This is an optimization exercise on Yosys and OpenROAD, whose aim is small area, not a production implementation. Only simulation tests tie the RTL to the original design; equivalence was not proved. No activity file was given, so power comes from the tool's default toggle rates.

## build 36
==> flow/design.v (excerpt) <==
module decode_stage
(
	input  logic                   clk,
	input  logic                   reset,
	input  decode_pkg::instr_t     instr,
	input  decode_pkg::data_t      pc_plus4,
	input  logic                   flush,
	input  logic                   halt,
	input  logic                   reg_write,
	input  decode_pkg::reg_addr_t  write_addr,
	input  decode_pkg::data_t      write_data,
	input  decode_pkg::reg_addr_t  debug_addr,
	output decode_pkg::data_t      ex_pc_plus4,
	output decode_pkg::data_t      ex_imm,
	output decode_pkg::reg_addr_t  ex_rs,
	output decode_pkg::reg_addr_t  ex_rt,
	output decode_pkg::reg_addr_t  ex_rd,
	output decode_pkg::reg_addr_t  ex_shamt,
	output decode_pkg::exec_ctrl_t ex_exec,
	output decode_pkg::mem_ctrl_t  ex_mem,
	output decode_pkg::wb_ctrl_t   ex_wb,
	output decode_pkg::data_t      ex_rs_data,
	output decode_pkg::data_t      ex_rt_data,
	output logic                   ex_halt,
	output logic                   jump,
	output logic                   jump_reg,
	output decode_pkg::data_t      jump_target,
	output decode_pkg::data_t      jump_reg_target,
	output logic                   stall,
	output decode_pkg::data_t      debug_data
);
Size in the first run: ~47000 sq um of cells after synthesis.
==> flow/config.mk <==
export PLATFORM = sky130hd
export DESIGN_NAME = decode_stage
export DESIGN_NICKNAME = decode_stage
export VERILOG_FILES = /design/flow/design.v
export SDC_FILE = /design/flow/constraint.sdc
export NUM_CORES = 4
export LEC_CHECK = 0
export CAP_MARGIN = 20
export CELL_PAD_IN_SITES_DETAIL_PLACEMENT = 1
export CELL_PAD_IN_SITES_GLOBAL_PLACEMENT = 2
export CORE_MARGIN = 2
export CORE_UTILIZATION = 30
export SETUP_SLACK_MARGIN = 0.5
export SLEW_MARGIN = 20
export SYNTH_HIERARCHICAL = 1
==> flow/constraint.sdc <==
create_clock -name core_clock -period 10.0 [get_ports {clk}]
set_input_delay 2.0000 -clock core_clock [delete_from_list [all_inputs] [get_ports {clk}]]
set_output_delay 2.0000 -clock core_clock [all_outputs]
set_load 0.01 [all_outputs]
standard.sh (not shown) runs the stock make flow with config.mk's settings and CLKGATE_MAP_FILE= SYNTH_SCRIPT=/design/flow/synth_recipe.tcl, a recipe that flattens the netlist after the stock synthesis.
==> flow/flow/run.sh <==
#!/bin/bash
# The standard layout (standard.sh: unchanged synthesis, floorplan, power grid
# and tap cells), with these steps changed:
#  - the port buffers are buf_1 cells instead of the resizer's default choice;
#  - before the post-placement repair_design, the buffers that timing-driven
#    placement put on internal nets are removed (pre_resize.tcl), so that
#    repair_design redoes those nets, sizing drivers up where that is enough;
#  - clock tree synthesis uses small leaf buffers over small clusters and no
#    dummy loads.
set -euo pipefail
here=$(pwd)
export BUFFER_PORTS_ARGS="-buffer_cell sky130_fd_sc_hd__buf_1"
export PRE_RESIZE_TCL="$here/flow/pre_resize.tcl"
export CTS_ARGS="-sink_clustering_enable -repair_clock_nets -dont_use_dummy_load -root_buf sky130_fd_sc_hd__clkbuf_16 -buf_list sky130_fd_sc_hd__clkbuf_4 -sink_clustering_size 8 -sink_clustering_max_diameter 50"
bash standard.sh finish > standard_flow.log 2>&1
==> flow/flow/pre_resize.tcl <==
# Runs in ORFS's resize step (3_4), before its repair_design. Timing-driven
# global placement leaves buffers on the high-fanout internal nets; remove
# them (but not the port buffers, named input*/output*) so that
# repair_design fixes those nets again from scratch, sizing up their drivers
# where that is enough.
set place_bufs {}
foreach inst [get_cells place*] {
  if {[get_property [get_lib_cells -of_objects $inst] is_buffer]} {
    lappend place_bufs [get_full_name $inst]
  }
}
puts "pre_resize: removing [llength $place_bufs] placement buffers"
if {[llength $place_bufs] > 0} {
  remove_buffers {*}$place_bufs
}
Relative to build 36, the following input files were edited for build 93:
==> flow/flow/run.sh <==
#!/bin/bash
# The standard layout (standard.sh, unchanged synthesis, floorplan, power grid
# and tap cells), with two settings changed:
#  - the port buffers are buf_1 cells instead of the resizer's default choice;
#  - clock tree synthesis uses small leaf buffers over small clusters and no
#    dummy loads.
set -euo pipefail
export BUFFER_PORTS_ARGS="-buffer_cell sky130_fd_sc_hd__buf_1"
export CTS_ARGS="-sink_clustering_enable -repair_clock_nets -dont_use_dummy_load -root_buf sky130_fd_sc_hd__clkbuf_16 -buf_list sky130_fd_sc_hd__clkbuf_4 -sink_clustering_size 8 -sink_clustering_max_diameter 50"
bash standard.sh finish > standard_flow.log 2>&1
removed: flow/flow/pre_resize.tcl
[summary]
The area share of buffers outside the clock network reported for build 93 is greater than that of build 36 by 1.8 points. Changes observed in build 93 relative to build 36: headroom to the max-slew limit increased 10 points; setup slack increased 160 ps; final critical-path required period decreased 160 ps. Summary — global-route met3 utilization, build 93 relative to build 36: higher, by 0.54 points. Build 93 -> build 36: power flat. Taking build 36 as the reference point, the delay of the slowest cell on the worst path of build 93 rises by 290 ps. Wire length of the first global-routing pass: build 93 and build 36 compared, higher one is build 93.
Setup changes, build 93 to build 76
# build 93
export LEC_CHECK = 0
export CAP_MARGIN = 20
export CELL_PAD_IN_SITES_DETAIL_PLACEMENT = 1
export CELL_PAD_IN_SITES_GLOBAL_PLACEMENT = 2
export CORE_MARGIN = 2
export CORE_UTILIZATION = 30
export SETUP_SLACK_MARGIN = 0.5
export SLEW_MARGIN = 20
export SYNTH_HIERARCHICAL = 1
create_clock -name core_clock -period 10.0 [get_ports {clk}]
# build 76
export LEC_CHECK = 0
export CAP_MARGIN = 10
export CELL_PAD_IN_SITES_DETAIL_PLACEMENT = 1
export CELL_PAD_IN_SITES_GLOBAL_PLACEMENT = 2
export CORE_MARGIN = 2
export CORE_UTILIZATION = 30
export SETUP_SLACK_MARGIN = 0.5
export SLEW_MARGIN = 10
export SYNTH_HIERARCHICAL = 1
create_clock -name core_clock -period 10.0 [get_ports {clk}]
==> flow/flow/run.sh <==
#!/bin/bash
# The standard layout (standard.sh: unchanged synthesis, floorplan, power grid
# and tap cells), with these steps changed:
#  - the port buffers are buf_1 cells instead of the resizer's default choice;
#  - before the post-placement repair_design, the buffers that timing-driven
#    placement put on internal nets are removed (pre_resize.tcl), so that
#    repair_design redoes those nets, sizing drivers up where that is enough;
#  - clock tree synthesis uses small leaf buffers over small clusters and no
#    dummy loads.
set -euo pipefail
here=$(pwd)
export BUFFER_PORTS_ARGS="-buffer_cell sky130_fd_sc_hd__buf_1"
export PRE_RESIZE_TCL="$here/flow/pre_resize.tcl"
export CTS_ARGS="-sink_clustering_enable -repair_clock_nets -dont_use_dummy_load -root_buf sky130_fd_sc_hd__clkbuf_16 -buf_list sky130_fd_sc_hd__clkbuf_4 -sink_clustering_size 8 -sink_clustering_max_diameter 40"
bash standard.sh finish > standard_flow.log 2>&1
==> flow/flow/pre_resize.tcl (new file) <==
# Runs in ORFS's resize step (3_4), before its repair_design. Timing-driven
# global placement leaves buffers on the high-fanout internal nets; remove
# them (but not the port buffers, named input*/output*) so that
# repair_design fixes those nets again from scratch, sizing up their drivers
# where that is enough.
set place_bufs {}
foreach inst [get_cells place*] {
  if {[get_property [get_lib_cells -of_objects $inst] is_buffer]} {
    lappend place_bufs [get_full_name $inst]
  }
}
puts "pre_resize: removing [llength $place_bufs] placement buffers"
if {[llength $place_bufs] > 0} {
  remove_buffers {*}$place_bufs
}
==> run summary <==
- Diff build 93 -> build 76 | number of vias in the routed layout | down slightly
- No crash in build 76: every stage finished, but the layout fails its final checks due to capacitance limit, slew limit.
- In the reports for build 93 and build 76, the larger depth of the critical timing path with buffers and inverters included belongs to build 93.
- Comparing build 93 and build 76, the lower global-route track usage on met2 was measured on build 76.
Input-level comparison between build 26 and build 76:
# build 76
export LEC_CHECK = 0
export CAP_MARGIN = 10
export CELL_PAD_IN_SITES_DETAIL_PLACEMENT = 1
export CELL_PAD_IN_SITES_GLOBAL_PLACEMENT = 2
export CORE_MARGIN = 2
export CORE_UTILIZATION = 30
export SETUP_SLACK_MARGIN = 0.5
export SLEW_MARGIN = 10
export SYNTH_HIERARCHICAL = 1
create_clock -name core_clock -period 10.0 [get_ports {clk}]
# build 26
export LEC_CHECK = 0
export CAP_MARGIN = 30
export CELL_PAD_IN_SITES_DETAIL_PLACEMENT = 1
export CELL_PAD_IN_SITES_GLOBAL_PLACEMENT = 2
export CORE_MARGIN = 2
export CORE_UTILIZATION = 30
export SETUP_SLACK_MARGIN = 0.5
export SLEW_MARGIN = 30
export SYNTH_HIERARCHICAL = 1
create_clock -name core_clock -period 10.0 [get_ports {clk}]
-- flow/flow/run.sh --
<<< build 76, line 12
export BUFFER_PORTS_ARGS="-buffer_cell sky130_fd_sc_hd__buf_1"
export PRE_RESIZE_TCL="$here/flow/pre_resize.tcl"
export CTS_ARGS="-sink_clustering_enable -repair_clock_nets -dont_use_dummy_load -root_buf sky130_fd_sc_hd__clkbuf_16 -buf_list sky130_fd_sc_hd__clkbuf_4 -sink_clustering_size 8 -sink_clustering_max_diameter 40"
bash standard.sh finish > standard_flow.log 2>&1
>>> build 26, line 12
export BUFFER_PORTS_ARGS="-buffer_cell sky130_fd_sc_hd__buf_1"
export PRE_RESIZE_TCL="$here/flow/pre_resize.tcl"
export CTS_ARGS="-sink_clustering_enable -repair_clock_nets -dont_use_dummy_load -root_buf sky130_fd_sc_hd__clkbuf_16 -buf_list sky130_fd_sc_hd__clkbuf_4 -sink_clustering_size 8 -sink_clustering_max_diameter 50"
bash standard.sh finish > standard_flow.log 2>&1
--- outcome ---
The flow did not stop early for build 26: all stages ran, and the layout cleared the timing, DRC and antenna checks.
Per the comparison of build 26 with build 76, clock-buffer cell count went down about 17%; sequential share of layout area -0.20 points; design area picked up an extra 0.46%.
When build 26 is set beside build 76, its clock power turns out to be about 6% smaller.
Build 76 → build 26: total number of vias stayed essentially flat; time the final worst path needs with I/O delays and setup went down by 350 ps; detailed-routed wire length on met2 did not really move.
Of the two values seen for critical-path cell with the highest stage delay, sky130_fd_sc_hd__and3_2 was produced by build 76 and sky130_fd_sc_hd__and3_4 by build 26.
| detailed-route wire length | build 76 vs build 26 | ≈ equal |

[what the ideal ports hide]
In the flow no input, the clock included, has a driving cell. The finished layouts below were timed again as built, in two steps. Step 1, drivers: a clkbuf_16 drives clk and a buf_2 each remaining input, both assumed. Step 2 adds t to the input delays and takes it off the output delays; t is the mean of the earliest and latest rising clock arrival at the registers after step 1. Input paths then give back, and output paths get back, about the clock's delay inside the block. Slacks: no drivers / after step 1 / after step 2; pairs: no drivers / after step 1.
run | t, ns | setup WS [ns] | clock arrival spread, ns
build 36 | 0.920 | 2.233 / 2.139 / 2.139 | 0.182 / 0.182
build 93 | 0.895 | 2.390 / 2.355 / 2.355 | 0.204 / 0.204
build 76 | 0.920 | 2.222 / 2.182 / 2.182 | 0.192 / 0.192
build 26 | 0.920 | 2.571 / 2.531 / 2.531 | 0.154 / 0.153
For build 36, which loses most, drivers alone change the setup slack by -0.094 ns; drivers and shift together by -0.094 ns.
